Source: an optimization exercise on an open RTL-to-GDS flow (aim: small area and a short achievable clock period). Production flows keep margins and buffers that such runs may drop.
At most, simulation tests tie the RTL to the original design; equivalence was not proved.
Power and IR drop assume default switching activity.

== rev 12 ==
==> module aa, before the edit <==
module aa (
  input  logic        clk,
  input  logic        rst_n,
  input  logic        instr_valid,
  input  logic [31:0] instr,
  input  logic        ld_en,
  input  logic [4:0]  ld_addr,
  input  logic [15:0] ld_data,
  input  logic [4:0]  dbg_addr,
  output logic [15:0] dbg_data,
  output logic [15:0] sgpr,
  output logic        busy
);
  logic [15:0] GPR [0:31];
  logic [15:0] SGPR;
  logic        r_exe;
  logic [15:0] x_a, x_b;       
  logic [4:0]  x_rdst;
  logic        x_we;           
  logic        x_mul;          
  logic        x_sgpr;         
  logic        x_sub;          
  logic [4:0]  i_op, i_rdst, i_rs1, i_rs2;
  logic        i_imm;
  logic [15:0] i_isrc;
  assign i_op   = instr[31:27];
  assign i_rdst = instr[26:22];
  assign i_rs1  = instr[21:17];
  assign i_imm  = instr[16];
  assign i_rs2  = instr[15:11];
  assign i_isrc = instr[15:0];
  logic i_movsg, i_mov, i_add, i_sub, i_mul, i_we;
  assign i_movsg = (i_op == 5'd0);
  assign i_mov   = (i_op == 5'd1);
  assign i_add   = (i_op == 5'd2);
  assign i_sub   = (i_op == 5'd3);
  assign i_mul   = (i_op == 5'd4);
  assign i_we    = i_movsg | i_mov | i_add | i_sub | i_mul;
  logic [15:0] rf_a, rf_b, rf_d;
  assign rf_a = GPR[i_rs1];
  assign rf_b = GPR[i_rs2];
  assign rf_d = GPR[dbg_addr];
  logic [31:0] prod;
  logic [15:0] sum;
  logic [15:0] res;
  mul16 u_mul (.a(x_a), .b(x_b), .p(prod));
  assign sum  = x_a + (x_b ^ {16{x_sub}}) + {15'd0, x_sub};
  assign res  = x_sgpr ? SGPR : (x_mul ? prod[15:0] : sum);
  logic fa_ex, fa_ld, fb_ex, fb_ld;
  assign fa_ex = x_we && (x_rdst == i_rs1);
  assign fa_ld = ld_en && (ld_addr == i_rs1);
  assign fb_ex = x_we && (x_rdst == i_rs2);
  assign fb_ld = ld_en && (ld_addr == i_rs2);
  logic sa_ex, sa_ld, sa_rf, sb_ex, sb_ld, sb_rf, sb_im;
  assign sa_ex = !(i_mov && i_imm) && fa_ex;
  assign sa_ld = !(i_mov && i_imm) && !fa_ex && fa_ld;
  assign sa_rf = !(i_mov && i_imm) && !fa_ex && !fa_ld;
  assign sb_im = i_imm;
  assign sb_ex = !i_imm && !i_mov && fb_ex;
  assign sb_ld = !i_imm && !i_mov && !fb_ex && fb_ld;
  assign sb_rf = !i_imm && !i_mov && !fb_ex && !fb_ld;
  logic [15:0] a_nx, b_nx;
  assign a_nx = (res & {16{sa_ex}}) | (ld_data & {16{sa_ld}}) | (rf_a & {16{sa_rf}});
  assign b_nx = (res & {16{sb_ex}}) | (ld_data & {16{sb_ld}}) | (rf_b & {16{sb_rf}})
              | (i_isrc & {16{sb_im}});
  logic [31:0] w_ex, w_ld, w_hold;
  always_comb begin
    for (int i = 0; i < 32; i++) begin
      w_ex[i]   = rst_n && x_we && (x_rdst == i);
      w_ld[i]   = rst_n && ld_en && (ld_addr == i) && !(x_we && (x_rdst == i));
      w_hold[i] = rst_n && !(ld_en && (ld_addr == i)) && !(x_we && (x_rdst == i));
    end
  end
  always_ff @(posedge clk) begin
    for (int i = 0; i < 32; i++)
      GPR[i] <= (res & {16{w_ex[i]}}) | (ld_data & {16{w_ld[i]}}) | (GPR[i] & {16{w_hold[i]}});
  end
  always_ff @(posedge clk) begin
    if (!rst_n) begin
      SGPR  <= 16'd0;
      r_exe <= 1'b0;
      x_we  <= 1'b0;
      x_mul <= 1'b0;
    end else begin
      if (x_mul) SGPR <= prod[31:16];
      r_exe <= instr_valid;
      x_we  <= instr_valid && i_we;
      x_mul <= instr_valid && i_mul;
    end
  end
  always_ff @(posedge clk) begin
    x_a    <= a_nx;
    x_b    <= b_nx;
    x_rdst <= i_rdst;
    x_sgpr <= i_movsg;
    x_sub  <= i_sub;
  end
  assign dbg_data = rf_d;
  assign sgpr     = SGPR;
  assign busy     = r_exe;
endmodule
Settings: LEC_CHECK=0, CAP_MARGIN=20, CORE_MARGIN=2, CORE_UTILIZATION=25, PLACE_DENSITY=0.35, SLEW_MARGIN=20; clock period 10.0 ns.
run.sh (not shown) runs the stock make flow with config.mk's settings and CLKGATE_MAP_FILE= SYNTH_SCRIPT=/design/flow/synth_recipe.tcl, a recipe that flattens the netlist after the stock synthesis.
Modified inputs, rev 13 compared to rev 12
--- a/flow/design.v
+++ b/flow/design.v
@@ -36,11 +36,18 @@
   assign i_sub   = (i_op == 5'd3);
   assign i_mul   = (i_op == 5'd4);
   assign i_we    = i_movsg | i_mov | i_add | i_sub | i_mul;
   logic [15:0] rf_a, rf_b, rf_d;
-  assign rf_a = GPR[i_rs1];
-  assign rf_b = GPR[i_rs2];
-  assign rf_d = GPR[dbg_addr];
+  always_comb begin
+    rf_a = '0;
+    rf_b = '0;
+    rf_d = '0;
+    for (int i = 0; i < 32; i++) begin
+      rf_a = rf_a | (GPR[i] & {16{i_rs1 == i}});
+      rf_b = rf_b | (GPR[i] & {16{i_rs2 == i}});
+      rf_d = rf_d | (GPR[i] & {16{dbg_addr == i}});
+    end
+  end
   logic [31:0] prod;
   logic [15:0] sum;
   logic [15:0] res;
   mul16 u_mul (.a(x_a), .b(x_b), .p(prod));
Notes after the runs:
When rev 13 is set beside rev 12, its non-clock buffer count turns out to be 1.6% smaller.
Setup slack: rev 13 more than rev 12
Core utilization: rev 13 lower than rev 12
Rev 12 has a higher largest net degree at the start of global routing than rev 13.
Going from rev 12 to rev 13, cell area went down; met1 track demand over resource in global routing fell 3.6 points; depth of the most critical reg-to-reg path down 1.
The RTL of rev 12 was laid out without a check of its function.


## before
aa with an RTL version that a note above also has.
Size: roughly 4500 cells after synthesis, about 570 flip-flops, roughly 95 I/O pins, about 38000 um2 of cells after synthesis.
==> module aa, before the edit <==
module aa (
  input  logic        clk,
  input  logic        rst_n,
  input  logic        instr_valid,
  input  logic [31:0] instr,
  input  logic        ld_en,
  input  logic [4:0]  ld_addr,
  input  logic [15:0] ld_data,
  input  logic [4:0]  dbg_addr,
  output logic [15:0] dbg_data,
  output logic [15:0] sgpr,
  output logic        busy
);
  logic [15:0] GPR [0:31];
  logic [15:0] SGPR;
  logic        r_exe;
  logic [15:0] x_a, x_b;       
  logic [4:0]  x_rdst;
  logic        x_we;           
  logic        x_mul;          
  logic        x_sgpr;         
  logic        x_sub;          
  logic [4:0]  i_op, i_rdst, i_rs1, i_rs2;
  logic        i_imm;
  logic [15:0] i_isrc;
  assign i_op   = instr[31:27];
  assign i_rdst = instr[26:22];
  assign i_rs1  = instr[21:17];
  assign i_imm  = instr[16];
  assign i_rs2  = instr[15:11];
  assign i_isrc = instr[15:0];
  logic i_movsg, i_mov, i_add, i_sub, i_mul, i_we;
  assign i_movsg = (i_op == 5'd0);
  assign i_mov   = (i_op == 5'd1);
  assign i_add   = (i_op == 5'd2);
  assign i_sub   = (i_op == 5'd3);
  assign i_mul   = (i_op == 5'd4);
  assign i_we    = i_movsg | i_mov | i_add | i_sub | i_mul;
  logic [15:0] rf_a, rf_b, rf_d;
  always_comb begin
    rf_a = '0;
    rf_b = '0;
    rf_d = '0;
    for (int i = 0; i < 32; i++) begin
      rf_a = rf_a | (GPR[i] & {16{i_rs1 == i}});
      rf_b = rf_b | (GPR[i] & {16{i_rs2 == i}});
      rf_d = rf_d | (GPR[i] & {16{dbg_addr == i}});
    end
  end
  logic [31:0] prod;
  logic [15:0] sum;
  logic [15:0] res;
  mul16 u_mul (.a(x_a), .b(x_b), .p(prod));
  assign sum  = x_a + (x_b ^ {16{x_sub}}) + {15'd0, x_sub};
  assign res  = x_sgpr ? SGPR : (x_mul ? prod[15:0] : sum);
  logic fa_ex, fa_ld, fb_ex, fb_ld;
  assign fa_ex = x_we && (x_rdst == i_rs1);
  assign fa_ld = ld_en && (ld_addr == i_rs1);
  assign fb_ex = x_we && (x_rdst == i_rs2);
  assign fb_ld = ld_en && (ld_addr == i_rs2);
  logic sa_ex, sa_ld, sa_rf, sb_ex, sb_ld, sb_rf, sb_im;
  assign sa_ex = !(i_mov && i_imm) && fa_ex;
  assign sa_ld = !(i_mov && i_imm) && !fa_ex && fa_ld;
  assign sa_rf = !(i_mov && i_imm) && !fa_ex && !fa_ld;
  assign sb_im = i_imm;
  assign sb_ex = !i_imm && !i_mov && fb_ex;
  assign sb_ld = !i_imm && !i_mov && !fb_ex && fb_ld;
  assign sb_rf = !i_imm && !i_mov && !fb_ex && !fb_ld;
  logic [15:0] a_nx, b_nx;
  assign a_nx = (res & {16{sa_ex}}) | (ld_data & {16{sa_ld}}) | (rf_a & {16{sa_rf}});
  assign b_nx = (res & {16{sb_ex}}) | (ld_data & {16{sb_ld}}) | (rf_b & {16{sb_rf}})
              | (i_isrc & {16{sb_im}});
  logic [31:0] w_ex, w_ld, w_hold;
  always_comb begin
    for (int i = 0; i < 32; i++) begin
      w_ex[i]   = rst_n && x_we && (x_rdst == i);
      w_ld[i]   = rst_n && ld_en && (ld_addr == i) && !(x_we && (x_rdst == i));
      w_hold[i] = rst_n && !(ld_en && (ld_addr == i)) && !(x_we && (x_rdst == i));
    end
  end
  always_ff @(posedge clk) begin
    for (int i = 0; i < 32; i++)
      GPR[i] <= (res & {16{w_ex[i]}}) | (ld_data & {16{w_ld[i]}}) | (GPR[i] & {16{w_hold[i]}});
  end
  always_ff @(posedge clk) begin
    if (!rst_n) begin
      SGPR  <= 16'd0;
      r_exe <= 1'b0;
      x_we  <= 1'b0;
      x_mul <= 1'b0;
    end else begin
      if (x_mul) SGPR <= prod[31:16];
      r_exe <= instr_valid;
      x_we  <= instr_valid && i_we;
      x_mul <= instr_valid && i_mul;
    end
  end
  always_ff @(posedge clk) begin
    x_a    <= a_nx;
    x_b    <= b_nx;
    x_rdst <= i_rdst;
    x_sgpr <= i_movsg;
    x_sub  <= i_sub;
  end
  assign dbg_data = rf_d;
  assign sgpr     = SGPR;
  assign busy     = r_exe;
endmodule
clock: 10.0 ns
lec_check: 0
cap_margin: 10
core_margin: 2
core_utilization: 25
cts_buf_list: sky130_fd_sc_hd__clkbuf_4 sky130_fd_sc_hd__clkbuf_8
cts_cluster_diameter: 60
cts_cluster_size: 20
place_density: 0.35
setup_slack_margin: 4.2
slew_margin: 10
diff inputs: before => after
--- a/flow/design.v
+++ b/flow/design.v
@@ -38,17 +38,30 @@
   assign i_we    = i_movsg | i_mov | i_add | i_sub | i_mul;
   logic [15:0] rf_a, rf_b, rf_d;
   always_comb begin
     rf_a = '0;
     rf_b = '0;
-    rf_d = '0;
     for (int i = 0; i < 32; i++) begin
       rf_a = rf_a | (GPR[i] & {16{i_rs1 == i}});
       rf_b = rf_b | (GPR[i] & {16{i_rs2 == i}});
-      rf_d = rf_d | (GPR[i] & {16{dbg_addr == i}});
     end
   end
+  logic [15:0] dgrp [0:3];
+  logic [2:0]  dbg_lo;
+  logic [1:0]  dbg_hi;
+  assign dbg_lo = dbg_addr[2:0];
+  assign dbg_hi = dbg_addr[4:3];
+  always_comb begin
+    for (int g = 0; g < 4; g++) begin
+      dgrp[g] = '0;
+      for (int k = 0; k < 8; k++)
+        dgrp[g] = dgrp[g] | (GPR[8*g+k] & {16{dbg_lo == k}});
+    end
+    rf_d = '0;
+    for (int g = 0; g < 4; g++)
+      rf_d = rf_d | (dgrp[g] & {16{dbg_hi == g}});
+  end
   logic [31:0] prod;
   logic [15:0] sum;
   logic [15:0] res;
   mul16 u_mul (.a(x_a), .b(x_b), .p(prod));
   assign sum  = x_a + (x_b ^ {16{x_sub}}) + {15'd0, x_sub};
### Flow results
A startpoint-to-endpoint class of the critical path of reg -> reg is what after shows, while in -> out belongs to before. NOTE: share of total power in sequential cells in after falls short of that of before. before and after ended up with roughly the same sequential share of layout area. The higher global-route usage came out of before. Looking only at total number of multi-input combinational cells, and setting everything else aside, the lower value of after and before goes to before. Against before, after comes in 1.1 points higher on relative contribution of combinational cells to total power. Share of the clock period used by the worst path was higher in before than in after. Summary of after over before: post-placement setup slack has decreased; share of synthesized flip-flops with an asynchronous set or reset closely matched the old numbers. Count of placed standard cells in the final layout, fillers left out on after is up relative to before. Compared to before, after has maximum clock skew at final layout 9.8 ps higher. after against before: netlist area before placement climbed 710 um2, non-clock buffer count dropped 77, post-detailed-routing wire length dropped 0.99%, xor and xnor fraction of the mapped netlist area barely changed.

[port drivers added, routing unchanged]
The flow's constraints put no driver on any port. The routed layouts listed below were extracted and timed again, unchanged, in two steps. Step 1: set_driving_cell puts a clkbuf_16 on clk and a buf_2 on each other input, an assumption about the parent block. Step 2 times the ports against the registers' clock, not the clock port: input delays grow and output delays shrink by t, the midpoint of the rising clock arrivals with the driver on. Slacks: no drivers / after step 1 / after step 2; pairs: no drivers / after step 1.
run	t, ns	setup WS [ns]	worst setup path at the end	clock arrival spread, ns
rev 12	0.797	1.859 / 1.784 / 1.784	input to output	0.062 / 0.062
rev 13	0.774	2.379 / 2.355 / 2.355	input to output	0.041 / 0.041
before	0.902	4.041 / 3.965 / 3.743	input to register	0.072 / 0.072
after	0.899	4.064 / 3.891 / 3.327	input to register	0.089 / 0.089
After both steps setup and hold are still met in every run listed. The setup slack of after, which loses most, moves by -0.173 ns with the drivers and by -0.737 ns with both steps.
